Context: an optimization exercise on an open-source flow, tuned for small area, a short achievable clock period and few clock cycles. The choices shown serve that exercise and are no tape-out recipe. Only simulation tests tie the RTL to the original design; equivalence was not proved. Power is estimated from default activity; no workload was simulated.

===== flow/design.v =====
package atm_pkg;
    localparam int DATA_W  = 32;
    localparam int CFG_IW  = 4;
    localparam int CFG_DW  = 16;
    localparam logic [3:0]        DEPTH_RESET  = 4'd5;
    localparam logic [15:0]       WINDOW_RESET = 16'd1000;
    localparam logic [CFG_IW-1:0] CFG_DEPTH    = 4'd0;
    localparam logic [CFG_IW-1:0] CFG_WINDOW   = 4'd1;
endpackage
module atm_div (
    input  logic [15:0] i_rem,
    input  logic [31:0] i_quo,
    input  logic [15:0] i_dvs,
    output logic [15:0] o_rem,
    output logic [31:0] o_quo
);
    logic [17:0] w_sh;
    logic [18:0] w_t1;
    logic [18:0] w_t2;
    logic [18:0] w_t3;
    logic [18:0] w_a;
    logic [18:0] w_b;
    logic [18:0] w_c;
    logic [18:0] w_s;
    logic [18:0] w_k;
    always_comb begin
        w_sh = {i_rem, i_quo[31:30]};
        w_t1 = {1'b0, w_sh} - {3'b0, i_dvs};
        w_t2 = {1'b0, w_sh} - {2'b0, i_dvs, 1'b0};
        w_a  = {1'b0, w_sh};
        w_b  = ~{3'b0, i_dvs};
        w_c  = ~{2'b0, i_dvs, 1'b0};
        w_s  = w_a ^ w_b ^ w_c;
        w_k  = {(w_a[17:0] & w_b[17:0]) | (w_a[17:0] & w_c[17:0]) | (w_b[17:0] & w_c[17:0]), 1'b1};
        w_t3 = w_s + w_k + 19'd1;
        if (!w_t3[18]) begin
            o_rem = w_t3[15:0];
            o_quo = {i_quo[29:0], 2'd3};
        end else if (!w_t2[18]) begin
            o_rem = w_t2[15:0];
            o_quo = {i_quo[29:0], 2'd2};
        end else if (!w_t1[18]) begin
            o_rem = w_t1[15:0];
            o_quo = {i_quo[29:0], 2'd1};
        end else begin
            o_rem = w_sh[15:0];
            o_quo = {i_quo[29:0], 2'd0};
        end
    end
endmodule
import atm_pkg::*;
module adaptive_throughput_meter #(
    parameter int HISTORY_SLOTS = 10
) (
    input  logic        i_clk,
    input  logic        i_rst_n,
    input  logic        i_in_valid,
    output logic        o_in_stall,
    input  logic [1:0]  i_kind,
    input  logic [15:0] i_byte_count,
    input  logic [9:0]  i_tick_ms,
    output logic        o_out_valid,
    input  logic        i_out_stall,
    output logic [31:0] o_speed,
    output logic        o_window_closed,
    output logic        o_averaged,
    input  logic        i_cfg_valid,
    output logic        o_cfg_ready,
    input  logic [atm_pkg::CFG_IW-1:0] i_cfg_index,
    input  logic [atm_pkg::CFG_DW-1:0] i_cfg_data
);
    logic              r_iv;
    logic [1:0]        r_kind;
    logic [15:0]       r_val;
    logic              r_iv2;
    logic [1:0]        r_kind2;
    logic [15:0]       r_val2;
    logic [15:0]       w_in_val;
    logic [15:0]       r_byte_count;
    logic [9:0]        r_tick_ms;
    logic              r_idle;
    logic              r_load;       
    logic              r_msb;        
    logic              r_norm;       
    logic              r_div;        
    logic              r_stor;       
    logic              r_fin;        
    logic              r_cls;        
    logic              r_dv;         
    logic              r_c0;         
    logic [4:0]        r_n0;         
    logic [4:0]        r_n1;         
    logic [3:0]        r_depth;
    logic [15:0]       r_window;
    logic [3:0]        r_hc;
    logic [31:0]       r_mean;
    logic [15:0]       r_mcount;
    logic [31:0]       r_bytes;
    logic [15:0]       r_elapsed;
    logic [31:0]       r_hmin;
    logic [31:0]       r_hmax;
    logic              r_mdiv;       
    logic              r_first;      
    logic              r_neg;        
    logic              r_qz;         
    logic [3:0]        r_cp;         
    logic [3:0]        r_cnt;        
    logic [15:0]       r_dvs;        
    logic [15:0]       r_rem;
    logic [31:0]       r_quo;
    logic              w_pop;
    logic              w_pop_n0;
    logic              w_drained;
    logic              w_cip;
    logic              w_cls_fast;
    logic              w_cls_restart;
    logic              w_go_idle;
    logic              w_go_cip;
    logic [17:0]       w_ga;
    logic [17:0]       w_gb;
    logic [17:0]       w_gc;
    logic [17:0]       w_gs;
    logic [17:0]       w_gk;
    logic [17:0]       w_gap;
    logic              w_go;
    logic              w_fin;
    logic              w_take;
    logic              w_cfg_acc;
    logic              w_hc_z;
    logic [16:0]       w_el_sum;
    logic [15:0]       w_el_new;
    logic [32:0]       w_by_sum;
    logic [31:0]       w_by_new;
    logic              w_closing;
    logic              w_rate;       
    logic [41:0]       w_x;
    logic              w_ge_min;
    logic              w_le_max;
    logic              w_trend;
    logic              w_reset_n;
    logic              w_a_inv;
    logic              w_b_inv;
    logic [32:0]       w_sum;
    logic [31:0]       w_lz_in;
    logic              w_n_nz;
    logic [5:0]        w_n_msb;
    logic [3:0]        w_d_msb;
    logic [6:0]        w_t;
    logic              w_qz;
    logic [3:0]        w_cp;
    logic [47:0]       w_rq;
    logic [47:0]       w_sh0;
    logic [47:0]       w_sh1;
    logic [47:0]       w_sh2;
    logic [47:0]       w_sh3;
    logic              w_sat;
    logic              w_done;
    logic [15:0]       w_rem_n;
    logic [31:0]       w_quo_n;
    function automatic logic [6:0] msb64(input logic [63:0] v);
        logic [15:0][5:0] p;
        logic [15:0]      z;
        for (int k = 0; k < 16; k++) begin
            z[k] = |v[4*k +: 4];
            p[k] = v[4*k+3] ? 6'd3 : v[4*k+2] ? 6'd2 : v[4*k+1] ? 6'd1 : 6'd0;
        end
        for (int w = 8; w >= 1; w = w / 2) begin
            for (int k = 0; k < w; k++) begin
                p[k] = z[2*k+1] ? (p[2*k+1] | 6'(32 / w)) : p[2*k];
                z[k] = z[2*k+1] | z[2*k];
            end
        end
        msb64 = {z[0], p[0]};
    endfunction
    assign w_hc_z = (r_hc == 4'd0);
    assign w_in_val     = (i_kind == 2'd1) ? 16'(i_tick_ms) : i_byte_count;
    assign r_byte_count = r_val;
    assign r_tick_ms    = r_val[9:0];
    assign o_out_valid     = r_dv || r_c0 || (r_n0 != 5'd0);
    assign o_window_closed = !r_dv && r_c0;
    assign o_averaged      = !r_dv;
    assign o_speed         = r_dv ? r_quo : r_mean;
    assign w_pop           = o_out_valid && !i_out_stall;
    assign w_pop_n0        = w_pop && !r_dv && !r_c0;
    assign w_drained       = !r_dv && !r_c0 && (r_n0 == 5'd0);
    assign w_cip = r_cls && !r_idle;
    always_comb begin
        w_el_sum  = {1'b0, r_elapsed} + 17'(r_tick_ms);
        w_el_new  = w_el_sum[16] ? 16'hFFFF : w_el_sum[15:0];
        w_by_sum  = {1'b0, r_bytes} + 33'(r_byte_count);
        w_by_new  = w_by_sum[32] ? 32'hFFFF_FFFF : w_by_sum[31:0];
        w_ga      = {2'b0, r_window};
        w_gb      = ~{2'b0, r_elapsed};
        w_gc      = ~{8'b0, r_tick_ms};
        w_gs      = w_ga ^ w_gb ^ w_gc;
        w_gk      = {(w_ga[16:0] & w_gb[16:0]) | (w_ga[16:0] & w_gc[16:0])
                     | (w_gb[16:0] & w_gc[16:0]), 1'b1};
        w_gap     = w_gs + w_gk + 18'd1;
        w_closing = (r_kind == 2'd1) && (r_window != 16'hFFFF) && w_gap[17];
        w_rate    = (r_kind == 2'd1) ? (r_elapsed != 15'd0 || r_tick_ms != 10'd0)
                                     : (r_elapsed != 15'd0);
        w_cls_restart = (r_kind == 2'd2);
        w_cls_fast    = !w_closing && !w_cls_restart && (w_cip || !w_hc_z);
        w_go_idle     = r_idle && (w_hc_z ? (!r_c0 && (r_n0 == 5'd0) && (!r_dv || !i_out_stall))
                                          : (w_cls_restart ? w_drained : (r_n0 != 5'd31)));
        w_go_cip      = w_cip && !r_load && (r_n1 != 5'd31) && !w_closing && !w_cls_restart;
        w_go          = r_iv && (w_go_idle || w_go_cip);
        w_fin         = r_fin && w_drained;
        w_x       = {(42'(r_bytes) << 7) - (42'(r_bytes) << 1) - 42'(r_bytes)} << 3;
        w_ge_min  = (r_hmin >= r_quo);
        w_le_max  = (r_hmax <= r_quo);
        w_trend   = (r_depth == 4'd0) || w_ge_min || w_le_max;
        w_reset_n = (r_hc > r_depth) && w_trend;
        w_a_inv   = r_fin && r_neg;
        w_b_inv   = r_stor;
        w_sum     = {1'b0, r_quo ^ {32{w_a_inv}}} + {1'b0, r_mean ^ {32{w_b_inv}}}
                  + 33'(w_b_inv);
        w_lz_in   = r_load ? r_bytes : r_quo;
        {w_n_nz, w_n_msb} = msb64({32'd0, w_lz_in});
        w_d_msb   = 4'(msb64({48'd0, r_dvs}));
        w_t       = {1'b0, w_n_msb} + (r_load ? 7'd10 : 7'd0) - {3'b0, w_d_msb};
        w_qz      = !w_n_nz || w_t[6];
        w_cp      = (!w_t[6] && w_t[5]) ? 4'd15 : w_t[4:1];
        w_rq      = {r_rem, r_quo};
        w_sh0     = r_cp[0] ? w_rq  : (w_rq  << 2);
        w_sh1     = r_cp[1] ? w_sh0 : (w_sh0 << 4);
        w_sh2     = r_cp[2] ? w_sh1 : (w_sh1 << 8);
        w_sh3     = r_cp[3] ? w_sh2 : (w_sh2 << 16);
        w_sat     = (r_rem >= r_dvs);
        w_done    = (r_norm && (w_sat || r_qz)) || (r_div && r_cnt == 4'd0);
    end
    assign o_in_stall  = i_cfg_valid || r_iv2;
    assign w_take      = i_in_valid && !o_in_stall;
    assign o_cfg_ready = r_idle && !r_iv && w_drained;
    assign w_cfg_acc   = i_cfg_valid && o_cfg_ready;
    atm_div u_div (
        .i_rem  (r_rem),
        .i_quo  (r_quo),
        .i_dvs  (r_dvs),
        .o_rem  (w_rem_n),
        .o_quo  (w_quo_n)
    );
    always_ff @(posedge i_clk) begin
        if (!i_rst_n) begin
            r_iv      <= 1'b0;
            r_iv2     <= 1'b0;
            r_idle    <= 1'b1;
            r_load    <= 1'b0;
            r_msb     <= 1'b0;
            r_norm    <= 1'b0;
            r_div     <= 1'b0;
            r_stor    <= 1'b0;
            r_fin     <= 1'b0;
            r_dv      <= 1'b0;
            r_c0      <= 1'b0;
            r_n0      <= '0;
            r_n1      <= '0;
            r_depth   <= DEPTH_RESET;
            r_window  <= WINDOW_RESET;
            r_hc      <= '0;
            r_mean    <= '0;
            r_mcount  <= '0;
            r_bytes   <= '0;
            r_elapsed <= '0;
        end else begin
            r_iv  <= w_go ? (r_iv2 || w_take) : (r_iv || w_take);
            r_iv2 <= w_go ? 1'b0 : (r_iv2 || (w_take && r_iv));
            if (w_pop) begin
                if (r_dv) begin
                    r_dv <= 1'b0;
                end else if (r_c0) begin
                    r_c0 <= 1'b0;
                end
            end
            if (w_fin) begin
                r_c0 <= 1'b1;
                r_n0 <= r_n1 + 5'(w_go);
                r_n1 <= '0;
            end else begin
                r_n0 <= r_n0 + 5'(w_go && r_idle && w_cls_fast) - 5'(w_pop_n0);
                r_n1 <= r_n1 + 5'(w_go && !r_idle);
            end
            if (w_cfg_acc) begin
                case (i_cfg_index)
                    CFG_DEPTH: begin
                        if (i_cfg_data[3:0] < 4'(HISTORY_SLOTS)) begin
                            r_depth <= i_cfg_data[3:0];
                            r_hc    <= '0;
                            r_mean  <= '0;
                        end
                    end
                    CFG_WINDOW: r_window <= i_cfg_data;
                    default: ;
                endcase
            end
            if (w_go) begin
                case (r_kind)
                    2'd0: r_bytes <= w_by_new;
                    2'd1: r_elapsed <= w_el_new;
                    2'd2: begin
                        r_bytes   <= '0;
                        r_elapsed <= '0;
                        r_hc      <= '0;
                        r_mean    <= '0;
                        r_mcount  <= '0;
                    end
                    default: ;
                endcase
                if (r_idle && (w_closing || (w_hc_z && !w_cls_restart && w_rate))) begin
                    r_idle <= 1'b0;
                    r_load <= 1'b1;
                end else if (r_idle && (w_cls_restart || w_hc_z)) begin
                    r_dv <= 1'b1;
                end
            end
            if (r_load) begin
                if (r_cls) begin
                    if (r_hc > r_depth) begin
                        r_hc <= '0;
                    end
                    if (w_reset_n || r_mcount == 15'd0) begin
                        r_mcount <= 16'd1;
                    end else if (r_mcount != 16'hFFFF) begin
                        r_mcount <= r_mcount + 16'd1;
                    end
                    r_bytes   <= '0;
                    r_elapsed <= '0;
                end
                r_load <= 1'b0;
                r_norm <= 1'b1;
            end
            if (r_msb) begin
                r_msb  <= 1'b0;
                r_norm <= 1'b1;
            end
            if (r_norm) begin
                r_norm <= 1'b0;
                if (!(w_sat || r_qz)) begin
                    r_div <= 1'b1;
                end
            end
            if (r_div && r_cnt == 4'd0) begin
                r_div <= 1'b0;
            end
            if (w_done) begin
                if (r_mdiv) begin
                    r_fin <= 1'b1;
                end else if (r_cls) begin
                    r_stor <= 1'b1;
                end else begin
                    r_idle <= 1'b1;
                    r_dv   <= 1'b1;
                end
            end
            if (r_stor) begin
                r_stor <= 1'b0;
                r_hc   <= r_hc + 4'd1;
                if (r_first) begin
                    r_fin <= 1'b1;
                end else begin
                    r_msb <= 1'b1;
                end
            end
            if (w_fin) begin
                r_fin  <= 1'b0;
                r_mean <= r_first ? r_quo : w_sum[31:0];
                r_idle <= 1'b1;
            end
        end
    end
    always_ff @(posedge i_clk) begin
        if ((w_go && (r_iv2 || w_take)) || (!r_iv && w_take)) begin
            r_kind <= r_iv2 ? r_kind2 : i_kind;
            r_val  <= r_iv2 ? r_val2 : w_in_val;
        end
        if (w_take && r_iv) begin
            r_kind2 <= i_kind;
            r_val2  <= w_in_val;
        end
        if (w_go && r_idle) begin
            r_cls  <= w_closing;
            r_mdiv <= 1'b0;
            r_dvs  <= (r_kind == 2'd1) ? w_el_new : r_elapsed;
            r_quo  <= (w_hc_z || w_cls_restart) ? 32'd0 : r_mean;
        end
        if (r_load || r_msb) begin
            r_qz <= w_qz;
            r_cp <= w_cp;
        end
        if (r_load) begin
            r_first <= w_reset_n || r_mcount == 15'd0;
            r_rem   <= 16'(w_x[41:32]);
            r_quo   <= w_x[31:0];
        end
        if (r_norm) begin
            r_cnt <= r_cp;
            if (w_sat) begin
                r_quo <= '1;
            end else if (r_qz) begin
                r_quo <= '0;
            end else begin
                {r_rem, r_quo} <= w_sh3;
            end
        end
        if (r_div) begin
            r_cnt <= r_cnt - 4'd1;
            r_rem <= w_rem_n;
            r_quo <= w_quo_n;
        end
        if (r_stor) begin
            if (r_hc < r_depth) begin
                if (w_hc_z || w_ge_min) r_hmin <= r_quo;
                if (w_hc_z || w_le_max) r_hmax <= r_quo;
            end
            if (!r_first) begin
                r_mdiv <= 1'b1;
                r_neg  <= !w_sum[32];
                r_dvs  <= r_mcount;
                r_rem  <= '0;
                r_quo  <= w_sum[32] ? w_sum[31:0] : ~w_sum[31:0];
            end
        end
    end
endmodule

===== flow/run.sh =====
#!/bin/bash
# synth_recipe.tcl (not shown) runs the flow's synth.tcl, then flattens the netlist and writes it again
# the make line also repeats each setting of config.mk as NAME=value (left out here)
make -C /OpenROAD-flow-scripts/flow DESIGN_CONFIG=/design/flow/config.mk WORK_HOME=/design/flow/orfs CLKGATE_MAP_FILE= SYNTH_SCRIPT=/design/flow/synth_recipe.tcl finish

===== flow/config.mk =====
export PLATFORM = sky130hd
export DESIGN_NAME = adaptive_throughput_meter
export DESIGN_NICKNAME = adaptive_throughput_meter
export VERILOG_FILES = /design/flow/design.v
export SDC_FILE = /design/flow/constraint.sdc
export NUM_CORES = 4
export LEC_CHECK = 0
export CAP_MARGIN = 20
export CORE_MARGIN = 2
export CORE_UTILIZATION = 40
export CTS_BUF_LIST = sky130_fd_sc_hd__clkbuf_8 sky130_fd_sc_hd__clkbuf_16
export CTS_CLUSTER_DIAMETER = 80
export CTS_CLUSTER_SIZE = 20
export GPL_ROUTABILITY_DRIVEN = 0
export SETUP_SLACK_MARGIN = 4.7
export SLEW_MARGIN = 20

===== flow/constraint.sdc =====
create_clock -name core_clock -period 8.5 [get_ports {i_clk}]
set_input_delay 1.7000 -clock core_clock [delete_from_list [all_inputs] [get_ports {i_clk}]]
set_output_delay 1.7000 -clock core_clock [all_outputs]
set_load 0.01 [all_outputs]

==> results of run 1 <==
==> cell type report <==
cell class | instances | area share
multi-input cells | 2813 | 0.627
flip-flops and latches | 318 | 0.225
repair buffers | 207 | 0.0627
well taps | 959 | 0.0354
inverters | 219 | 0.0248
clock buffers | 26 | 0.0189
clock inverters | 20 | 0.00617
diodes | 2 | 0.000148
==> metrics by stage <==
| step | utilization | instance area, sq um | instances | hold slack [ns] | setup WS [ns] |
|---|---|---|---|---|---|
| finish | 0.463 | 33900 | 4564 | 0.474 | 4.74 |
| global route | 0.463 | 33900 | 4562 | 0.484 | 4.66 |
| CTS | 0.449 | 32800 | 4519 | 0.465 | 4.65 |
| detailed placement | 0.428 | 31300 | 4444 | 0.451 | 3.60 |
| global placement | 0.428 | 31300 | 4444 | 0.447 | 3.58 |
| floorplan | - | 29600 | 3550 | 0.424 | 4.71 |
==> where the power goes <==
part	switching (mW)	internal [mW]	leakage, nW
clock network	0.672	0.607	0.427
registers	0.448	1.83	2.74
logic	4.19	2.97	11.0
==> cell usage in the layout, fill, tap and decap left out, drive strengths merged, types with 12 or more instances in the layout <==
cell type,Yosys,layout
nand4,42,42
a21oi,333,333
nor2,241,241
or3,12,12
buf,34,116
mux4,15,15
mux2,66,66
clkdlybuf4s50,0,70
ha,305,305
nand2,319,319
nand3,91,91
edfxtp,112,112
a211oi,69,69
a22oi,21,21
mux2i,85,85
o21bai,13,13
and2,20,20
a31oi,43,43
o31ai,15,15
a311oi,21,21
inv,217,225
nor3,85,85
dfxtp,206,206
xor2,95,95
nor2b,35,35
o21ai,227,227
and3,38,38
nor4,21,21
and4,17,17
fa,59,59
o21a,25,25
xnor2,123,123
clkbuf,166,30
a221oi,20,20
nand3b,14,14
nand2b,45,45
dlymetal6s2s,0,15
o211ai,34,34
a21o,86,86
==> layer usage <==
metal	vias to the layer above	part of all wire	track usage
li1	13000	-	-
met1	13300	0.44	0.368
met2	1203	0.44	0.409
met3	207	0.081	0.0368
met4	2	0.034	0.0730
met5	-	0.000078	0
==> registers in the layout, indices dropped and copies added, names as in the netlist, 32 cells and up <==
| name | count |
|---|---|
| r_hmax | 32 |
| r_quo | 32 |
| r_mean | 32 |
| r_bytes | 32 |
| r_hmin | 32 |
==> worst register-to-register path: stages (launching register included) <==
cell and delay (ns):
dfxtp_2 0.55, inv_1 0.22, ha_1 0.34, nand4_1 0.34
nor4_1 0.40, nand4_1 0.36, a31oi_4 0.45, nand2b_1 0.21
o21a_1 0.14, buf_6 0.33
==> path summary, 6_finish.rpt <==
check / end / slack [ns] / cells past startpoint
min: r_mdiv / 0.47 / 2
max reg2reg: r_hmin[16] / 4.76 / 9
min reg2reg: r_mdiv / 0.47 / 2
max: o_in_stall / 4.74 / 4
==> logic make-up after synthesis <==
family,share of synthesized area
AO/OA/AOI/OAI,0.230
XOR/XNOR,0.0656
multiplexers,0.0653
buffers and inverters,0.0544
flip-flops,0.253
adder cells (fa/ha/maj),0.169
AND/OR/NAND/NOR,0.163
==> repair_timing <==
| action | in CTS | in global routing |
|---|---|---|
| setup endpoints to repair | 206 | 192 |
| cloned | 3 | 4 |
| buffers inserted | 26 | 39 |
| resized for setup | 141 | 157 |
| pin swaps | 11 | 35 |
==> metrics.csv, run 1 <==
stage,metric,value,unit
global_routing,pin count of the biggest net entering global routing,71,
run_status,result of the run,timing/DRC/antenna clean,
setup_path,cell family contributing the most delay on the critical path,buffers and inverters,
cells_and_area,multi-input logic area,21200,sq um
yosys,number of distinct standard cells referenced by the synthesized netlist,93,
global_routing,remaining global-route overflow,0,
timing,setup violators final,0,
detailed_routing,overall via count from detail_route,27700,
global_routing,global-route wire length before repair,154000,um
min_path,class of the most critical hold timing path,reg -> reg,
floorplan,starting utilization of the core area,0.405,
floorplan,core region area,73100,sq um
timing,min Tclk post-route,3.76,ns
cts,later-pin clock latency in the skew report,0.60,ns
timing,Hold Fails Final Rpt,0,
yosys,cell types occupying the most area after synthesis,"dfxtp_1 (14%), ha_1 (13%), edfxtp_1 (11%), a21oi_1 (5.6%), nand2_1 (4.0%)",
place,Post-DP HPWL,74100,um
timing,Worst-Margin Slew,1.08,ns
floorplan,Total Die Area,76100,sq um
global_routing,number of global-route vias before repair,25600,
power,final total power,10.7,mW
timing,final critical-path share of the clock period,0.442,
timing,final-report max-slew violation count,0,
yosys,cell count after synthesis,3550,
cells_and_area,post-layout net count,4001,
setup_path,crit end category,primary output,
setup_path,timing startpoint of the critical path,i_cfg_valid,
floorplan,standard-cell row count,99,
yosys,flip-flop cell with the highest count after synthesis,dfxtp_1,
yosys,mean area per synthesized cell,8.33,sq um
floorplan,height of the die,276,um
min_path,Worst Hold Launch,r_mdiv,
detailed_routing,Remaining DRCs,0,
timing,Fmax,266,MHz
yosys,top cell type by total area after synthesis,dfxtp_1,
setup_path,critical path cell sequence,buf_6 > nor2_2 > inv_1 > buf_2,
power,leakage dissipation,14.2,nW
cts,post-cts hold buffer count,0,
cells_and_area,fraction of final layout cells sized beyond drive strength 1,0.127,
global_routing,overall global routing resource usage,0.259,
cells_and_area,area delta synth->final,14.5,%
detailed_routing,first-pass iteration count of the detailed router,7,
cts,"Clk pin slew, worst setup/hold paths",0.09,ns
yosys,total standard cell area after synthesis,29600,sq um
setup_path,largest incremental delay on the critical path,0.13,ns
power,Peak VDD IR,0.215,mV
floorplan,floorplan die width,276,um
timing,Fin Setup TNS,0,ns
cells_and_area,Filler Cells Inserted,7223,
setup_path,launching element type of the critical path,input pin,
power,total power divided by cell area,316,nW/um^2
cts,number of clock buffers inserted by TritonCTS,25,
setup_path,Crit Reg-Reg Startpoint,r_quo[20],
yosys,Synth warnings,2,
cts,clock tree from TritonCTS,built,
cells_and_area,sequential standard cell area,7610,sq um
yosys,cell types with the highest counts after synthesis,"a21oi_1 (333), nand2_1 (319), ha_1 (305)",
cts,maximum level of the CTS H-tree,1,
cts,CTS Root Cell,clkbuf_16,
detailed_routing,Vias per Instance,6.06,
yosys,number of synthesized register bits,318,
floorplan,I/O pin count,90,
detailed_routing,post-route ant nets,0,
setup_path,worst-path maximum fanout,2,
setup_path,Critical Path Slowest Stage Cell,buf_2,
yosys,post-synthesis async set-or-reset flop share,0,
setup_path,critical path data arrival time,2.06,ns
place,buffers added on ports,89,
timing,Worst slew margin,0.281,
timing,post-route clock skew,0.0327,ns
global_routing,initial antenna violation count,1,
job,# Max-Cap Violations,0,
setup_path,classification of the worst setup path,in -> out,
yosys,most frequent cell after synthesis,a21oi_1,
setup_path,Crit path buffers/inverters,3,
setup_path,worst path required time,6.80,ns
yosys,Post-synth EDFFs,112,
yosys,area fraction of the dominant cell type after synthesis,0.139,
detailed_routing,average wire per cell in the routed design,22.4,um
cts,number of sinks driven by the clock tree,318,
yosys,number of nets in the synthesized netlist,3967,
yosys,register area share after synthesis,0.253,
timing,unrepaired setup endpoints after global routing,true,
cts,number of buffers on the longest clock path,3,
detailed_routing,Routed Wire Length,102000,um
detailed_routing,DRT iter0 DRCs,2614,
Testbench counts, summed over its fixed seeds: cycles 30,114.
==> inputs of run 2 (changes only) <==
--- a/flow/config.mk
+++ b/flow/config.mk
@@ -8,9 +8,8 @@
 export CAP_MARGIN = 20
 export CORE_MARGIN = 2
-export CORE_UTILIZATION = 40
+export CORE_UTILIZATION = 50
 export CTS_BUF_LIST = sky130_fd_sc_hd__clkbuf_8 sky130_fd_sc_hd__clkbuf_16
 export CTS_CLUSTER_DIAMETER = 80
 export CTS_CLUSTER_SIZE = 20
-export GPL_ROUTABILITY_DRIVEN = 0
 export SETUP_SLACK_MARGIN = 4.7
 export SLEW_MARGIN = 20
==> metrics.csv, run 2 <==
stage,metric,value,unit,change
yosys,top cell type by total area after synthesis,dfxtp_1,,
cts,maximum level of the CTS H-tree,1,,unchanged
place,buffers added on ports,89,,unchanged
timing,Worst-Margin Slew,1.00,ns,-0.0757 ns
yosys,number of nets in the synthesized netlist,3967,,unchanged
detailed_routing,average wire per cell in the routed design,24.1,um,+7.2%
floorplan,standard-cell row count,89,,-10%
floorplan,floorplan die width,247,um,-10%
yosys,post-synthesis async set-or-reset flop share,0,,unchanged
cts,clock tree from TritonCTS,built,,
timing,Hold Fails Final Rpt,0,,unchanged
yosys,Synth warnings,2,,unchanged
run_status,result of the run,timing/DRC/antenna clean,,
detailed_routing,Remaining DRCs,0,,unchanged
global_routing,number of global-route vias before repair,26700,,+4.4%
power,Net Sw Power,5.62,mW,+5.8%
yosys,number of synthesized register bits,318,,unchanged
cells_and_area,fraction of final layout cells sized beyond drive strength 1,0.127,,about the same
yosys,register area share after synthesis,0.253,,unchanged
timing,setup violators final,0,,unchanged
setup_path,cell family contributing the most delay on the critical path,simple AND/OR/NAND/NOR gates,,
setup_path,Crit path buffers/inverters,2,,-1
power,final total power,11.3,mW,+5.5%
cts,number of clock buffers inserted by TritonCTS,27,,+8.0%
detailed_routing,first-pass iteration count of the detailed router,6,,-1
setup_path,critical path cell sequence,inv_1 > ha_1 > nand4_1 > nor4_4 > nand4_1 > a31oi_4 > nand2b_1 > o21a_1 > clkbuf_8,,
yosys,most frequent cell after synthesis,a21oi_1,,
timing,min Tclk post-route,3.81,ns,+0.0527 ns
power,fraction of power consumed by sequential logic,0.202,,-0.011
timing,final-report max-slew violation count,0,,unchanged
cells_and_area,share of the core filled with cells in the final layout,0.572,,+0.108
yosys,cell count after synthesis,3550,,unchanged
setup_path,most numerous cell on the critical path,nand4_1,,
cells_and_area,area delta synth->final,13.6,%,
floorplan,Total Die Area,61100,sq um,-20%
detailed_routing,overall via count from detail_route,28000,,+1.3%
setup_path,largest incremental delay on the critical path,0.55,ns,+0.42 ns
place,post-placement cell count,4259,,-4.2%
global_routing,initial antenna violation count,2,,+1
timing,post-route clock skew,0.0468,ns,+0.0141 ns
cells_and_area,final standard cell count with taps included and fillers excluded,4382,,-4.0%
setup_path,worst-path maximum fanout,32,,+30
yosys,mean area per synthesized cell,8.33,sq um,unchanged
global_routing,overall global routing resource usage,0.335,,+0.0756
detailed_routing,DRT iter0 DRCs,2903,,+11%
setup_path,worst path required time,8.75,ns,+1.95 ns
cts,CTS Root Cell,clkbuf_16,,
power,share of total power in combinational logic,0.679,,+0.011
yosys,cell types with the highest counts after synthesis,"a21oi_1 (333), nand2_1 (319), ha_1 (305)",,
cells_and_area,"top library cells by usage in the layout, fill and taps aside","a21oi_1 (320), nand2_1 (314), ha_1 (298), nor2_1 (234), o21ai_0 (212)",,
floorplan,height of the die,247,um,-10%
floorplan,starting utilization of the core area,0.503,,+0.0983
timing,Fin Setup TNS,0,ns,unchanged
global_routing,remaining global-route overflow,0,,unchanged
detailed_routing,Routed Wire Length,105000,um,+2.9%
floorplan,core region area,58800,sq um,-20%
yosys,area fraction of the dominant cell type after synthesis,0.139,,unchanged
yosys,Post-synth EDFFs,112,,unchanged
global_routing,pin count of the biggest net entering global routing,72,,+1.4%
min_path,Worst Hold Launch,r_mdiv,,
timing,Fmax,262,MHz,-1.4%
yosys,cell types occupying the most area after synthesis,"dfxtp_1 (14%), ha_1 (13%), edfxtp_1 (11%), a21oi_1 (5.6%), nand2_1 (4.0%)",,
power,leakage dissipation,13.9,nW,-1.9%
setup_path,critical path data arrival time,4.06,ns,+2.00 ns
place,post-placement cell area,31000,sq um,-0.74%
yosys,number of distinct standard cells referenced by the synthesized netlist,93,,unchanged
cts,post-cts hold buffer count,0,,unchanged
cts,"Clk pin slew, worst setup/hold paths",0.09,ns,about the same
cts,number of sinks driven by the clock tree,318,,unchanged
timing,unrepaired setup endpoints after global routing,true,,
place,Post-DP HPWL,78000,um,+5.2%
setup_path,launching element type of the critical path,register,,
setup_path,Crit Reg-Reg Startpoint,r_quo[22],,
setup_path,classification of the worst setup path,reg -> reg,,
cells_and_area,post-layout net count,4006,,+0.12%
cts,later-pin clock latency in the skew report,0.61,ns,about the same
detailed_routing,post-route ant nets,0,,unchanged
setup_path,Critical Path Slowest Stage Cell,dfxtp_2,,
job,# Max-Cap Violations,0,,unchanged
power,total power divided by cell area,336,nW/um^2,+6.4%
detailed_routing,Vias per Instance,6.40,,+5.6%
timing,Worst slew margin,0.332,,+0.0516
min_path,class of the most critical hold timing path,reg -> reg,,
setup_path,timing startpoint of the critical path,r_quo[22],,
yosys,total standard cell area after synthesis,29600,sq um,unchanged
power,clock network power share,0.120,,about the same
cells_and_area,final design instance area without fill,33600,sq um,-0.77%
power,internal power contribution,5.69,mW,+5.3%
power,switching part of the total power,0.497,,+0.00100
cts,number of buffers on the longest clock path,3,,unchanged
power,Peak VDD IR,0.482,mV,+120%
cells_and_area,Filler Cells Inserted,5413,,-25%
cells_and_area,most common library cell in the layout ignoring fill and taps,a21oi_1,,
floorplan,I/O pin count,90,,unchanged
yosys,flip-flop cell with the highest count after synthesis,dfxtp_1,,
cells_and_area,number of antenna repair diodes,0,,-2
place,weighted congestion at the end of routability-driven global placement,0.990,,
global_routing,global-route wire length before repair,158000,um,+2.8%
timing,final critical-path share of the clock period,0.449,,+0.00620
setup_path,crit end category,register,,
run 2: cell counts after synthesis:
No cell type changed its count.
run 2: worst min-delay path, stage by stage, from the launching register on:
cell     delay (ns)
dfxtp_1        0.33
nand2_1        0.06
nand2_1        0.05
run 2: path summary, 6_finish.rpt:
path                                   end  slack, ns  cells past startpoint
worst max-delay path            r_hmin[29]       4.69                      9
worst min-delay path                r_mdiv       0.47                      2
worst max register to register  r_hmin[29]       4.69                      9
worst min register to register      r_mdiv       0.47                      2
run 2: power groups by stage:
stage	logic [mW]	registers, mW	clock network, mW
2_1_floorplan	4.88	1.99	0
3_3_place_gp	6.51	2.27	0
3_5_place_dp	6.64	2.27	0
4_1_cts	6.93	2.24	1.38
5_1_grt	8.28	2.29	1.43
6_report	7.67	2.28	1.35
run 2: cell families (layout without fill, tap and decap cells):
kind of cell | Yosys count | after routing | share of synthesized area
buffers and inverters | 419 | 477 | 0.0544
muxes | 166 | 166 | 0.0653
xor gates and xnor gates | 219 | 219 | 0.0656
and+or+nand+nor | 1010 | 1011 | 0.163
AOI/OAI and AO/OA | 1054 | 1054 | 0.230
adders and majority gates | 364 | 364 | 0.169
DFF | 318 | 318 | 0.253
run 2: area by class of cell:
type | count | area, sq um | share of cell area
Clock buffer | 29 | 726 | 0.0216
Clock inverter | 20 | 210 | 0.00626
Inverter | 219 | 847 | 0.0252
Multi-Input combinational cell | 2814 | 21200 | 0.632
Sequential cell | 318 | 7620 | 0.227
Tap cell | 773 | 967 | 0.0288
Timing Repair Buffer | 209 | 2000 | 0.0595
run 2: metal layers:
layer	track usage	wire length (um)	vias up
met2	0.546	48700	1122
met5	0	8	-
met4	0.105	3040	2
met1	0.460	46200	13700
met3	0.0422	7540	171
li1	-	-	13000
run 2: metrics by stage:
step                hold slack (ns)  setup slack, ns
floorplan                     0.424             4.71
CTS                           0.467             4.53
global route                  0.482             4.55
finish                        0.473             4.69
detailed placement            0.452             3.44
global placement              0.453             3.49
run 2: repair_timing:
action	CTS	global route
pin swaps	12	33
setup buffers	34	34
endpoints found under the setup margin	220	164
cloned	2	3
resized for setup	128	134
==> inputs of run 3 (changes only) <==
--- a/flow/design.v
+++ b/flow/design.v
@@ -101,5 +101,4 @@
     logic [31:0]       r_hmax;
     logic              r_mdiv;       
-    logic              r_first;      
     logic              r_neg;        
     logic              r_qz;         
@@ -139,4 +138,9 @@
     logic              w_trend;
     logic              w_reset_n;
+    logic              r_hc_gt;      
+    logic              r_h_first;    
+    logic              r_h_upd;      
+    logic              w_first;
+    logic [31:0]       w_cmp_y;
     logic              w_a_inv;
     logic              w_b_inv;
@@ -185,4 +189,5 @@
     assign w_drained       = !r_dv && !r_c0 && (r_n0 == 5'd0);
     assign w_cip = r_cls && !r_idle;
+    assign w_fin = r_fin && w_drained;
     always_comb begin
         w_el_sum  = {1'b0, r_elapsed} + 17'(r_tick_ms);
@@ -198,6 +203,6 @@
         w_gap     = w_gs + w_gk + 18'd1;
         w_closing = (r_kind == 2'd1) && (r_window != 16'hFFFF) && w_gap[17];
-        w_rate    = (r_kind == 2'd1) ? (r_elapsed != 15'd0 || r_tick_ms != 10'd0)
-                                     : (r_elapsed != 15'd0);
+        w_rate    = (r_kind == 2'd1) ? (r_elapsed != 16'd0 || r_tick_ms != 10'd0)
+                                     : (r_elapsed != 16'd0);
         w_cls_restart = (r_kind == 2'd2);
         w_cls_fast    = !w_closing && !w_cls_restart && (w_cip || !w_hc_z);
@@ -205,11 +210,12 @@
                                           : (w_cls_restart ? w_drained : (r_n0 != 5'd31)));
         w_go_cip      = w_cip && !r_load && (r_n1 != 5'd31) && !w_closing && !w_cls_restart;
-        w_go          = r_iv && (w_go_idle || w_go_cip);
-        w_fin         = r_fin && w_drained;
+        w_go          = r_iv && (w_go_idle || w_go_cip || (w_fin && w_closing));
         w_x       = {(42'(r_bytes) << 7) - (42'(r_bytes) << 1) - 42'(r_bytes)} << 3;
-        w_ge_min  = (r_hmin >= r_quo);
-        w_le_max  = (r_hmax <= r_quo);
+        w_cmp_y   = r_hc_gt ? r_mean : r_quo;
+        w_ge_min  = (r_hmin >= w_cmp_y);
+        w_le_max  = (r_hmax <= w_cmp_y);
         w_trend   = (r_depth == 4'd0) || w_ge_min || w_le_max;
-        w_reset_n = (r_hc > r_depth) && w_trend;
+        w_reset_n = r_hc_gt && w_trend;
+        w_first   = w_reset_n || (r_mcount == 16'd0);
         w_a_inv   = r_fin && r_neg;
         w_b_inv   = r_stor;
@@ -275,5 +281,5 @@
             if (w_fin) begin
                 r_c0 <= 1'b1;
-                r_n0 <= r_n1 + 5'(w_go);
+                r_n0 <= r_n1 + 5'(w_go && !w_closing);
                 r_n1 <= '0;
             end else begin
@@ -307,5 +313,5 @@
                     default: ;
                 endcase
-                if (r_idle && (w_closing || (w_hc_z && !w_cls_restart && w_rate))) begin
+                if (w_closing || (r_idle && w_hc_z && !w_cls_restart && w_rate)) begin
                     r_idle <= 1'b0;
                     r_load <= 1'b1;
@@ -316,12 +322,4 @@
             if (r_load) begin
                 if (r_cls) begin
-                    if (r_hc > r_depth) begin
-                        r_hc <= '0;
-                    end
-                    if (w_reset_n || r_mcount == 15'd0) begin
-                        r_mcount <= 16'd1;
-                    end else if (r_mcount != 16'hFFFF) begin
-                        r_mcount <= r_mcount + 16'd1;
-                    end
                     r_bytes   <= '0;
                     r_elapsed <= '0;
@@ -355,6 +353,11 @@
             if (r_stor) begin
                 r_stor <= 1'b0;
-                r_hc   <= r_hc + 4'd1;
-                if (r_first) begin
+                r_hc   <= r_hc_gt ? 4'd1 : r_hc + 4'd1;
+                if (w_first) begin
+                    r_mcount <= 16'd1;
+                end else if (r_mcount != 16'hFFFF) begin
+                    r_mcount <= r_mcount + 16'd1;
+                end
+                if (w_first) begin
                     r_fin <= 1'b1;
                 end else begin
@@ -364,6 +367,6 @@
             if (w_fin) begin
                 r_fin  <= 1'b0;
-                r_mean <= r_first ? r_quo : w_sum[31:0];
-                r_idle <= 1'b1;
+                r_mean <= w_sum[31:0];
+                r_idle <= !(w_go && w_closing);
             end
         end
@@ -378,9 +381,9 @@
             r_val2  <= w_in_val;
         end
-        if (w_go && r_idle) begin
+        if (w_go && (r_idle || w_closing)) begin
             r_cls  <= w_closing;
             r_mdiv <= 1'b0;
             r_dvs  <= (r_kind == 2'd1) ? w_el_new : r_elapsed;
-            r_quo  <= (w_hc_z || w_cls_restart) ? 32'd0 : r_mean;
+            r_quo  <= '0;
         end
         if (r_load || r_msb) begin
@@ -389,5 +392,7 @@
         end
         if (r_load) begin
-            r_first <= w_reset_n || r_mcount == 15'd0;
+            r_hc_gt   <= (r_hc > r_depth);
+            r_h_first <= (r_hc > r_depth) || (r_hc == 4'd0);
+            r_h_upd   <= (r_hc > r_depth) ? (r_depth != 4'd0) : (r_hc < r_depth);
             r_rem   <= 16'(w_x[41:32]);
             r_quo   <= w_x[31:0];
@@ -409,15 +414,13 @@
         end
         if (r_stor) begin
-            if (r_hc < r_depth) begin
-                if (w_hc_z || w_ge_min) r_hmin <= r_quo;
-                if (w_hc_z || w_le_max) r_hmax <= r_quo;
-            end
-            if (!r_first) begin
-                r_mdiv <= 1'b1;
-                r_neg  <= !w_sum[32];
-                r_dvs  <= r_mcount;
-                r_rem  <= '0;
-                r_quo  <= w_sum[32] ? w_sum[31:0] : ~w_sum[31:0];
-            end
+            if (r_h_upd) begin
+                if (r_h_first || w_ge_min) r_hmin <= r_quo;
+                if (r_h_first || w_le_max) r_hmax <= r_quo;
+            end
+            r_mdiv <= 1'b1;
+            r_neg  <= !w_sum[32];
+            r_dvs  <= r_mcount + 16'(r_mcount != 16'hFFFF);
+            r_rem  <= '0;
+            r_quo  <= w_sum[32] ? w_sum[31:0] : ~w_sum[31:0];
         end
     end
--- a/flow/config.mk
+++ b/flow/config.mk
@@ -8,8 +8,5 @@
 export CAP_MARGIN = 20
 export CORE_MARGIN = 2
-export CORE_UTILIZATION = 50
-export CTS_BUF_LIST = sky130_fd_sc_hd__clkbuf_8 sky130_fd_sc_hd__clkbuf_16
-export CTS_CLUSTER_DIAMETER = 80
-export CTS_CLUSTER_SIZE = 20
+export CORE_UTILIZATION = 40
 export SETUP_SLACK_MARGIN = 4.7
 export SLEW_MARGIN = 20
==> metrics.csv, run 3 <==
stage,metric,value,unit,change
run_status,result of the run,timing/DRC/antenna clean,,
setup_path,launching element type of the critical path,register,,
detailed_routing,Vias per Instance,5.98,,-6.5%
detailed_routing,DRT iter0 DRCs,2540,,-13%
floorplan,starting utilization of the core area,0.403,,-0.0997
power,clock network power share,0.245,,+0.125
floorplan,floorplan die width,278,um,+12%
yosys,post-synthesis async set-or-reset flop share,0,,unchanged
detailed_routing,total met3 wirelength after detailed routing,6230,um,-17%
timing,unrepaired setup endpoints after global routing,true,,
yosys,number of synthesized register bits,320,,+0.63%
yosys,total standard cell area after synthesis,29900,sq um,+1.2%
yosys,Post-synth EDFFs,162,,+45%
power,fraction of power consumed by sequential logic,0.266,,+0.064
min_path,class of the most critical hold timing path,reg -> reg,,
detailed_routing,first-pass iteration count of the detailed router,8,,+2
power,switching part of the total power,0.405,,-0.0921
timing,Fin Setup TNS,0,ns,unchanged
setup_path,worst-path maximum fanout,3,,-91%
place,post-placement cell area,31700,sq um,+2.0%
power,leakage dissipation,15.0,nW,+7.9%
place,buffers added on ports,89,,unchanged
place,weighted congestion at the end of routability-driven global placement,0.952,,-3.9%
yosys,fraction of the mapped netlist area in compound gates,0.216,,-0.0141
detailed_routing,post-route ant nets,0,,unchanged
cells_and_area,fraction of final layout cells sized beyond drive strength 1,0.152,,+0.0246
cells_and_area,area delta synth->final,17.8,%,
global_routing,initial antenna violation count,0,,-2
yosys,flip-flop cell with the highest count after synthesis,edfxtp_1,,
floorplan,Total Die Area,77000,sq um,+26%
yosys,proportion of synthesized area in mux cells,0.0775,,+0.0122
setup_path,crit end category,register,,
cells_and_area,most common library cell in the layout ignoring fill and taps,nand2_1,,
cells_and_area,final design instance area without fill,35200,sq um,+4.9%
detailed_routing,M1 WL,44300,um,-4.0%
cells_and_area,Filler Cells Inserted,7103,,+31%
power,final total power,7.19,mW,-36%
timing,post-route clock skew,0.0371,ns,-0.00968 ns
detailed_routing,overall via count from detail_route,27400,,-2.3%
yosys,largest family of logic cells by synthesized area,compound AO/OA/AOI/OAI gates,,
global_routing,remaining global-route overflow,0,,unchanged
cells_and_area,multi-input logic area,21100,sq um,-0.55%
timing,final-report max-slew violation count,0,,unchanged
yosys,top cell type by total area after synthesis,edfxtp_1,,
yosys,cell types with the highest counts after synthesis,"ha_1 (309), nand2_1 (299), a21oi_1 (290)",,
setup_path,critical path data arrival time,4.52,ns,+0.46 ns
yosys,"post-synthesis share of cell area spent on and, or, nand and nor gates",0.149,,-0.0136
power,internal power contribution,4.28,mW,-25%
cells_and_area,"top library cells by usage in the layout, fill and taps aside","nand2_1 (296), ha_1 (289), a21oi_1 (273), o21ai_0 (195), nor2_1 (190)",,
global_routing,pin count of the biggest net entering global routing,71,,-1.4%
power,Net Sw Power,2.91,mW,-48%
global_routing,global-route wire length before repair,155000,um,-2.2%
cts,number of clock buffers inserted by TritonCTS,39,,+44%
detailed_routing,Routed Wire Length,102000,um,-3.1%
cts,CTS Root Cell,clkbuf_16,,
power,Peak VDD IR,0.145,mV,-70%
power,share of total power in combinational logic,0.488,,-0.191
yosys,Synth warnings,2,,unchanged
cells_and_area,number of antenna repair diodes,0,,unchanged
timing,Hold Fails Final Rpt,0,,unchanged
cts,later-pin clock latency in the skew report,0.58,ns,-0.03 ns
global_routing,overall global routing resource usage,0.254,,-0.0805
yosys,cell count after synthesis,3437,,-3.2%
detailed_routing,highest metal layer used by the detailed router,met4,,
timing,setup violators final,0,,unchanged
setup_path,worst path required time,8.94,ns,+0.19 ns
yosys,Synth Area in Adders,0.169,,-0.000298
timing,Fmax,245,MHz,-6.4%
job,# Max-Cap Violations,0,,unchanged
yosys,cell types occupying the most area after synthesis,"edfxtp_1 (16%), ha_1 (13%), dfxtp_1 (11%), a21oi_1 (4.8%), mux2i_1 (4.2%)",,
yosys,number of nets in the synthesized netlist,3858,,-2.7%
global_routing,number of global-route vias before repair,25900,,-2.9%
cts,"Clk pin slew, worst setup/hold paths",0.06,ns,-0.03 ns
setup_path,classification of the worst setup path,reg -> reg,,
timing,Worst-Margin Slew,1.07,ns,+0.0705 ns
cells_and_area,share of the core filled with cells in the final layout,0.475,,-0.0965
detailed_routing,average wire per cell in the routed design,22.3,um,-7.3%
cells_and_area,post-layout net count,4000,,-0.15%
cells_and_area,sequential standard cell area,8120,sq um,+6.6%
floorplan,height of the die,278,um,+12%
place,worst setup timing slack at the placement stage,3.49,ns,+0.0476 ns
yosys,register area share after synthesis,0.268,,+0.0151
floorplan,standard-cell row count,100,,+12%
cts,number of sinks driven by the clock tree,320,,+0.63%
floorplan,core region area,74200,sq um,+26%
power,total power divided by cell area,204,nW/um^2,-39%
cts,number of buffers on the longest clock path,3,,unchanged
cts,maximum level of the CTS H-tree,2,,+1
place,Post-DP HPWL,72500,um,-7.0%
yosys,number of distinct standard cells referenced by the synthesized netlist,98,,+5.4%
timing,Worst slew margin,0.284,,-0.0481
timing,final critical-path share of the clock period,0.480,,+0.0309
floorplan,I/O pin count,90,,unchanged
timing,min Tclk post-route,4.08,ns,+0.263 ns
timing,"crit path setup slack, layout",4.42,ns,-0.263 ns
cts,clock tree from TritonCTS,built,,
detailed_routing,Remaining DRCs,0,,unchanged
detailed_routing,wire length on met2,47100,um,-3.3%
yosys,area fraction of the dominant cell type after synthesis,0.163,,+0.0231
yosys,mean area per synthesized cell,8.71,sq um,+4.5%
yosys,post-synthesis share of cell area spent on xor and xnor gates,0.0682,,+0.00262
yosys,most frequent cell after synthesis,ha_1,,
[run 3: cell type report]
class	count	area share
clock buffer	51	0.0301
clock inverter	21	0.00785
inverter	212	0.0235
multi-input combinational	2727	0.599
sequential	320	0.230
tap	969	0.0344
timing repair buffer	279	0.0744
[run 3: metrics by stage]
step                      std cells  hold WS (ns)
final                          4579         0.490
after detailed placement       4357         0.483
after global placement         4357         0.473
after floorplan                3437         0.432
after CTS                      4525         0.493
after global routing           4579         0.523
[run 3: logic make-up (layout without fill, tap and decap cells)]
logic type | after synthesis | in the layout
buffers and inverters | 395 | 563
muxes | 208 | 208
and+or+nand+nor | 923 | 927
AOI/OAI and AO/OA | 990 | 991
DFF | 320 | 320
adders and majority gates | 368 | 368
xor gates and xnor gates | 233 | 233
[run 3: worst paths after layout]
path / startpoint / to / slack [ns] / cells after the start
hold reg to reg: r_window[6] / r_window[6] / 0.49 / 2
setup reg to reg: r_val[9] / r_n0[2] / 4.42 / 20
setup / recovery: r_val[9] / r_n0[2] / 4.42 / 20
hold / removal: r_window[6] / r_window[6] / 0.49 / 2
[run 3: power groups by stage]
stage,combinational (mW),sequential (mW),clock (mW)
4_1_cts,3.29,1.91,1.79
3_3_place_gp,3.00,1.99,0
6_report,3.51,1.91,1.77
3_5_place_dp,3.02,1.99,0
2_1_floorplan,2.27,1.85,0
5_1_grt,3.79,1.92,1.86
[run 3: worst max-delay path: stages, from the launching register on]
cell and delay, ns:
edfxtp_1 0.49, fa_1 0.44, inv_1 0.06, ha_1 0.25
a21o_1 0.20, a21oi_2 0.15, o211ai_1 0.11, o211ai_1 0.30
a31oi_4 0.15, mux2_4 0.30, nand2_8 0.08, nor2_4 0.09
and3_4 0.19, ha_4 0.13, inv_2 0.04, fa_2 0.37
buf_4 0.15, buf_4 0.12, xnor2_1 0.12, a21oi_1 0.13
nor2_1 0.06
[run 3: what timing repair did]
action	in CTS	in global routing
setup buffers	87	52
gates resized for setup	148	142
setup endpoints to repair	275	281
hold buffers	0	0
cloned	9	2
pin swaps	35	34
[run 3: layer usage]
layer | GRT usage | vias up
met5 | 0 | -
met3 | 0.0394 | 224
met4 | 0.106 | 0
li1 | - | 13000
met2 | 0.418 | 952
met1 | 0.332 | 13300
Testbench counts of run 3, summed over its fixed seeds: cycles 29,492.
==> inputs of run 4 (changes only) <==
--- a/flow/design.v
+++ b/flow/design.v
@@ -109,4 +109,7 @@
     logic [31:0]       r_quo;
     logic              w_pop;
+    logic [4:0]        w_n0_p1;
+    logic [4:0]        w_n0_m1;
+    logic [4:0]        w_n1_p1;
     logic              w_pop_n0;
     logic              w_drained;
@@ -186,4 +189,7 @@
     assign o_speed         = r_dv ? r_quo : r_mean;
     assign w_pop           = o_out_valid && !i_out_stall;
+    assign w_n0_p1         = r_n0 + 5'd1;
+    assign w_n0_m1         = r_n0 - 5'd1;
+    assign w_n1_p1         = r_n1 + 5'd1;
     assign w_pop_n0        = w_pop && !r_dv && !r_c0;
     assign w_drained       = !r_dv && !r_c0 && (r_n0 == 5'd0);
@@ -281,9 +287,15 @@
             if (w_fin) begin
                 r_c0 <= 1'b1;
-                r_n0 <= r_n1 + 5'(w_go && !w_closing);
+                r_n0 <= (w_go && !w_closing) ? w_n1_p1 : r_n1;
                 r_n1 <= '0;
             end else begin
-                r_n0 <= r_n0 + 5'(w_go && r_idle && w_cls_fast) - 5'(w_pop_n0);
-                r_n1 <= r_n1 + 5'(w_go && !r_idle);
+                if (w_go && r_idle && w_cls_fast && !w_pop_n0) begin
+                    r_n0 <= w_n0_p1;
+                end else if (w_pop_n0 && !(w_go && r_idle && w_cls_fast)) begin
+                    r_n0 <= w_n0_m1;
+                end
+                if (w_go && !r_idle) begin
+                    r_n1 <= w_n1_p1;
+                end
             end
             if (w_cfg_acc) begin
==> metrics.csv, run 4 <==
stage,metric,value,unit,change
run_status,result of the run,timing/DRC/antenna clean,,
setup_path,r2r setup slk,4.47,ns,+0.04 ns
yosys,flip-flop cell with the highest count after synthesis,edfxtp_1,,
floorplan,standard-cell row count,100,,unchanged
job,# Max-Cap Violations,0,,unchanged
place,weighted congestion at the end of routability-driven global placement,0.941,,-1.1%
cells_and_area,number of antenna repair diodes,0,,unchanged
power,final total power,7.87,mW,+9.3%
cts,"Clk pin slew, worst setup/hold paths",0.06,ns,about the same
yosys,number of nets in the synthesized netlist,3913,,+1.4%
cells_and_area,share of the core filled with cells in the final layout,0.491,,+0.0162
cells_and_area,most common library cell in the layout ignoring fill and taps,nand2_1,,
global_routing,overall global routing resource usage,0.251,,-0.00346
timing,Hold Fails Final Rpt,0,,unchanged
min_path,Worst Hold Launch,r_mdiv,,
detailed_routing,average wire per cell in the routed design,21.8,um,-2.3%
cells_and_area,"top library cells by usage in the layout, fill and taps aside","nand2_1 (333), a21oi_1 (295), ha_1 (277), buf_4 (204), nor2_1 (202)",,
detailed_routing,overall via count from detail_route,27600,,+0.83%
yosys,Synth warnings,2,,unchanged
detailed_routing,Remaining DRCs,0,,unchanged
power,fraction of power consumed by sequential logic,0.246,,-0.020
yosys,fraction of the mapped netlist area in compound gates,0.224,,+0.00877
yosys,total standard cell area after synthesis,29800,sq um,-0.48%
timing,Worst slew margin,0.266,,-0.0180
floorplan,core region area,74100,sq um,-0.17%
power,switching part of the total power,0.424,,+0.0194
global_routing,initial antenna violation count,1,,+1
power,internal power contribution,4.53,mW,+5.8%
timing,final critical-path share of the clock period,0.474,,-0.00522
setup_path,worst-path maximum fanout,8,,+5
yosys,most frequent cell after synthesis,nand2_1,,
cells_and_area,final design instance area without fill,36400,sq um,+3.2%
floorplan,I/O pin count,90,,unchanged
global_routing,number of global-route vias before repair,26000,,+0.24%
timing,final-report max-slew violation count,0,,unchanged
global_routing,remaining global-route overflow,0,,unchanged
timing,unrepaired setup endpoints after global routing,true,,
place,buffers added on ports,89,,unchanged
yosys,cell types with the highest counts after synthesis,"nand2_1 (339), a21oi_1 (316), ha_1 (303)",,
yosys,cell count after synthesis,3498,,+1.8%
cts,number of buffers on the longest clock path,3,,unchanged
timing,min Tclk post-route,4.03,ns,-0.0444 ns
yosys,proportion of synthesized area in mux cells,0.0652,,-0.0122
cts,later-pin clock latency in the skew report,0.58,ns,about the same
setup_path,worst path required time,9.00,ns,+0.06 ns
yosys,Synth Area in Adders,0.167,,-0.00171
cts,number of clock buffers inserted by TritonCTS,39,,unchanged
cells_and_area,post-layout net count,4109,,+2.7%
cells_and_area,fraction of final layout cells sized beyond drive strength 1,0.184,,+0.0324
cts,number of sinks driven by the clock tree,320,,unchanged
yosys,mean area per synthesized cell,8.51,sq um,-2.2%
place,Post-DP HPWL,69700,um,-4.0%
detailed_routing,Routed Wire Length,102000,um,+0.20%
cts,CTS Root Cell,clkbuf_16,,
detailed_routing,Vias per Instance,5.88,,-1.6%
setup_path,classification of the worst setup path,reg -> reg,,
cts,maximum level of the CTS H-tree,2,,unchanged
power,Net Sw Power,3.34,mW,+15%
floorplan,Total Die Area,76700,sq um,-0.48%
setup_path,Crit Reg-Reg Startpoint,r_hc_gt,,
floorplan,height of the die,277,um,-0.24%
yosys,post-synthesis async set-or-reset flop share,0,,unchanged
floorplan,floorplan die width,277,um,-0.24%
power,Peak VDD IR,0.167,mV,+15%
global_routing,global-route wire length before repair,153000,um,-1.3%
yosys,cell types occupying the most area after synthesis,"edfxtp_1 (16%), ha_1 (13%), dfxtp_1 (11%), a21oi_1 (5.3%), nand2_1 (4.3%)",,
yosys,number of synthesized register bits,320,,unchanged
setup_path,launching element type of the critical path,register,,
detailed_routing,DRT iter0 DRCs,2648,,+4.3%
global_routing,pin count of the biggest net entering global routing,74,,+4.2%
setup_path,timing startpoint of the critical path,r_hc_gt,,
power,clock network power share,0.213,,-0.032
min_path,class of the most critical hold timing path,reg -> reg,,
yosys,register area share after synthesis,0.270,,+0.00130
cts,clock tree from TritonCTS,built,,
detailed_routing,post-route ant nets,0,,unchanged
floorplan,starting utilization of the core area,0.402,,-0.00126
power,total power divided by cell area,216,nW/um^2,+5.9%
yosys,number of distinct standard cells referenced by the synthesized netlist,100,,+2.0%
yosys,post-synthesis share of cell area spent on xor and xnor gates,0.0679,,-0.000259
timing,Fin Setup TNS,0,ns,unchanged
cells_and_area,area delta synth->final,22.2,%,
detailed_routing,first-pass iteration count of the detailed router,6,,-2
timing,Worst-Margin Slew,1.10,ns,+0.0300 ns
yosys,"post-synthesis share of cell area spent on and, or, nand and nor gates",0.153,,+0.00341
yosys,largest family of logic cells by synthesized area,compound AO/OA/AOI/OAI gates,,
power,share of total power in combinational logic,0.541,,+0.053
yosys,area fraction of the dominant cell type after synthesis,0.163,,+0.000785
timing,setup violators final,0,,unchanged
power,leakage dissipation,15.3,nW,+2.3%
yosys,Post-synth EDFFs,162,,unchanged
timing,Fmax,248,MHz,+1.1%
setup_path,crit end category,register,,
yosys,top cell type by total area after synthesis,edfxtp_1,,
setup_path,critical path data arrival time,4.53,ns,about the same
timing,post-route clock skew,0.0250,ns,-0.0122 ns
place,post-placement cell area,31500,sq um,-0.62%
-- run 4: cell types whose count changed after synthesis, moves of 9 or more --
| cell | change |
|---|---|
| a211oi_1 | -17 |
| a21oi_1 | +26 |
| a31oi_1 | -22 |
| and3_1 | -13 |
| and4_1 | -10 |
| buf_2 | -13 |
| clkbuf_1 | +20 |
| mux2i_1 | -15 |
| mux4_2 | -10 |
| nand2_1 | +40 |
| nand3_1 | -23 |
| nor2_1 | +9 |
| nor3_1 | +15 |
| o21ai_0 | +32 |
-- run 4: per-stage QoR --
step | setup slack (ns) | cells | hold slack (ns)
final | 4.47 | 4694 | 0.479
after global placement | 3.51 | 4399 | 0.465
after floorplan | 4.71 | 3498 | 0.431
after detailed placement | 3.42 | 4399 | 0.466
after global routing | 4.38 | 4694 | 0.504
after CTS | 4.49 | 4590 | 0.474
-- run 4: power groups by stage --
stage	clock, mW	sequential [mW]	combinational (mW)
after floorplan	0	1.88	2.46
final	1.67	1.94	4.26
after global placement	0	2.02	3.30
after CTS	1.71	1.94	3.70
after detailed placement	0	2.02	3.31
after global routing	1.77	1.94	4.56
-- run 4: path summary, 6_finish.rpt --
check,end,depth (start not counted)
setup / recovery,r_mcount[9],15
hold / removal,r_mdiv,2
setup reg to reg,r_mcount[9],15
hold reg to reg,r_mdiv,2
-- run 4: layout make-up --
| cell class | instances | area, sq um |
|---|---|---|
| Tap cell | 969 | 1210 |
| Clock inverter | 21 | 180 |
| Clock buffer | 51 | 1080 |
| Multi-Input combinational cell | 2785 | 21700 |
| Sequential cell | 320 | 8120 |
| Timing Repair Buffer | 341 | 3310 |
| Inverter | 207 | 800 |
| Fill cell | 7097 | 37700 |
-- run 4: kinds of logic (layout without fill, tap and decap cells) --
group           count (synthesis)  after routing
simple gates                  960            968
xor+xnor                      231            231
buf+inv                       405            620
flops                         320            320
compound gates               1037           1041
mux                           183            183
fa+ha+maj                     362            362
-- run 4: what timing repair did --
action	CTS	global route
gates resized for setup	171	232
pin swaps	52	122
buffers inserted	107	87
hold buffers	0	0
gates cloned	12	17
hold endpoints to repair	0	0
endpoints found under the setup margin	310	244
-- run 4: routing by layer --
layer,vias up,global-route usage,wire (um)
met5,-,0,0
met4,0,0.103,4690
met3,233,0.0331,6360
met2,986,0.405,46600
met1,13200,0.338,44700
li1,13200,-,-
-- run 4: worst max-delay path: stages, from the launching register on --
cell       delay (ns)
edfxtp_1         0.38
buf_6            0.17
buf_12           0.14
buf_16           0.14
buf_12           0.14
mux2i_1          0.15
ha_1             0.33
o21a_1           0.12
o211ai_1         0.10
a31oi_2          0.27
o2111ai_2        0.20
and3_4           0.22
o41a_1           0.51
or3_4            0.48
or4_4            0.50
o211ai_2         0.08
Testbench counts of run 4, summed over its fixed seeds: cycles 29,492.

port drivers added, routing unchanged:
Ports are ideal in the flow. The routed layouts listed here were re-timed in OpenROAD. Step 1 sets driving cells, clkbuf_16 on the clock port and buf_2 on the other inputs (assumed; they add their load-dependent delay and slew). Step 2 adds t to the input delays and takes it off the output delays; t is the mean of the earliest and latest rising clock arrival at the registers after step 1. Input paths then give back, and output paths get back, about the clock's delay inside the block. Slacks: ideal / step 1 / step 2; pairs: ideal / step 1.
run | t (ns) | setup WS [ns] | hold slack, ns
run 1 | 0.639 | 4.739 / 4.685 / 4.333 | 0.474 / 0.474 / 0.474
run 2 | 0.647 | 4.687 / 4.667 / 4.140 | 0.473 / 0.473 / 0.473
run 3 | 0.627 | 4.424 / 4.424 / 3.874 | 0.490 / 0.490 / 0.490
run 4 | 0.630 | 4.469 / 4.469 / 4.250 | 0.479 / 0.479 / 0.479
After both steps setup and hold are still met in every run listed. The setup slack of run 3, which loses most, moves by 0.000 ns with the drivers and by -0.550 ns with both steps.
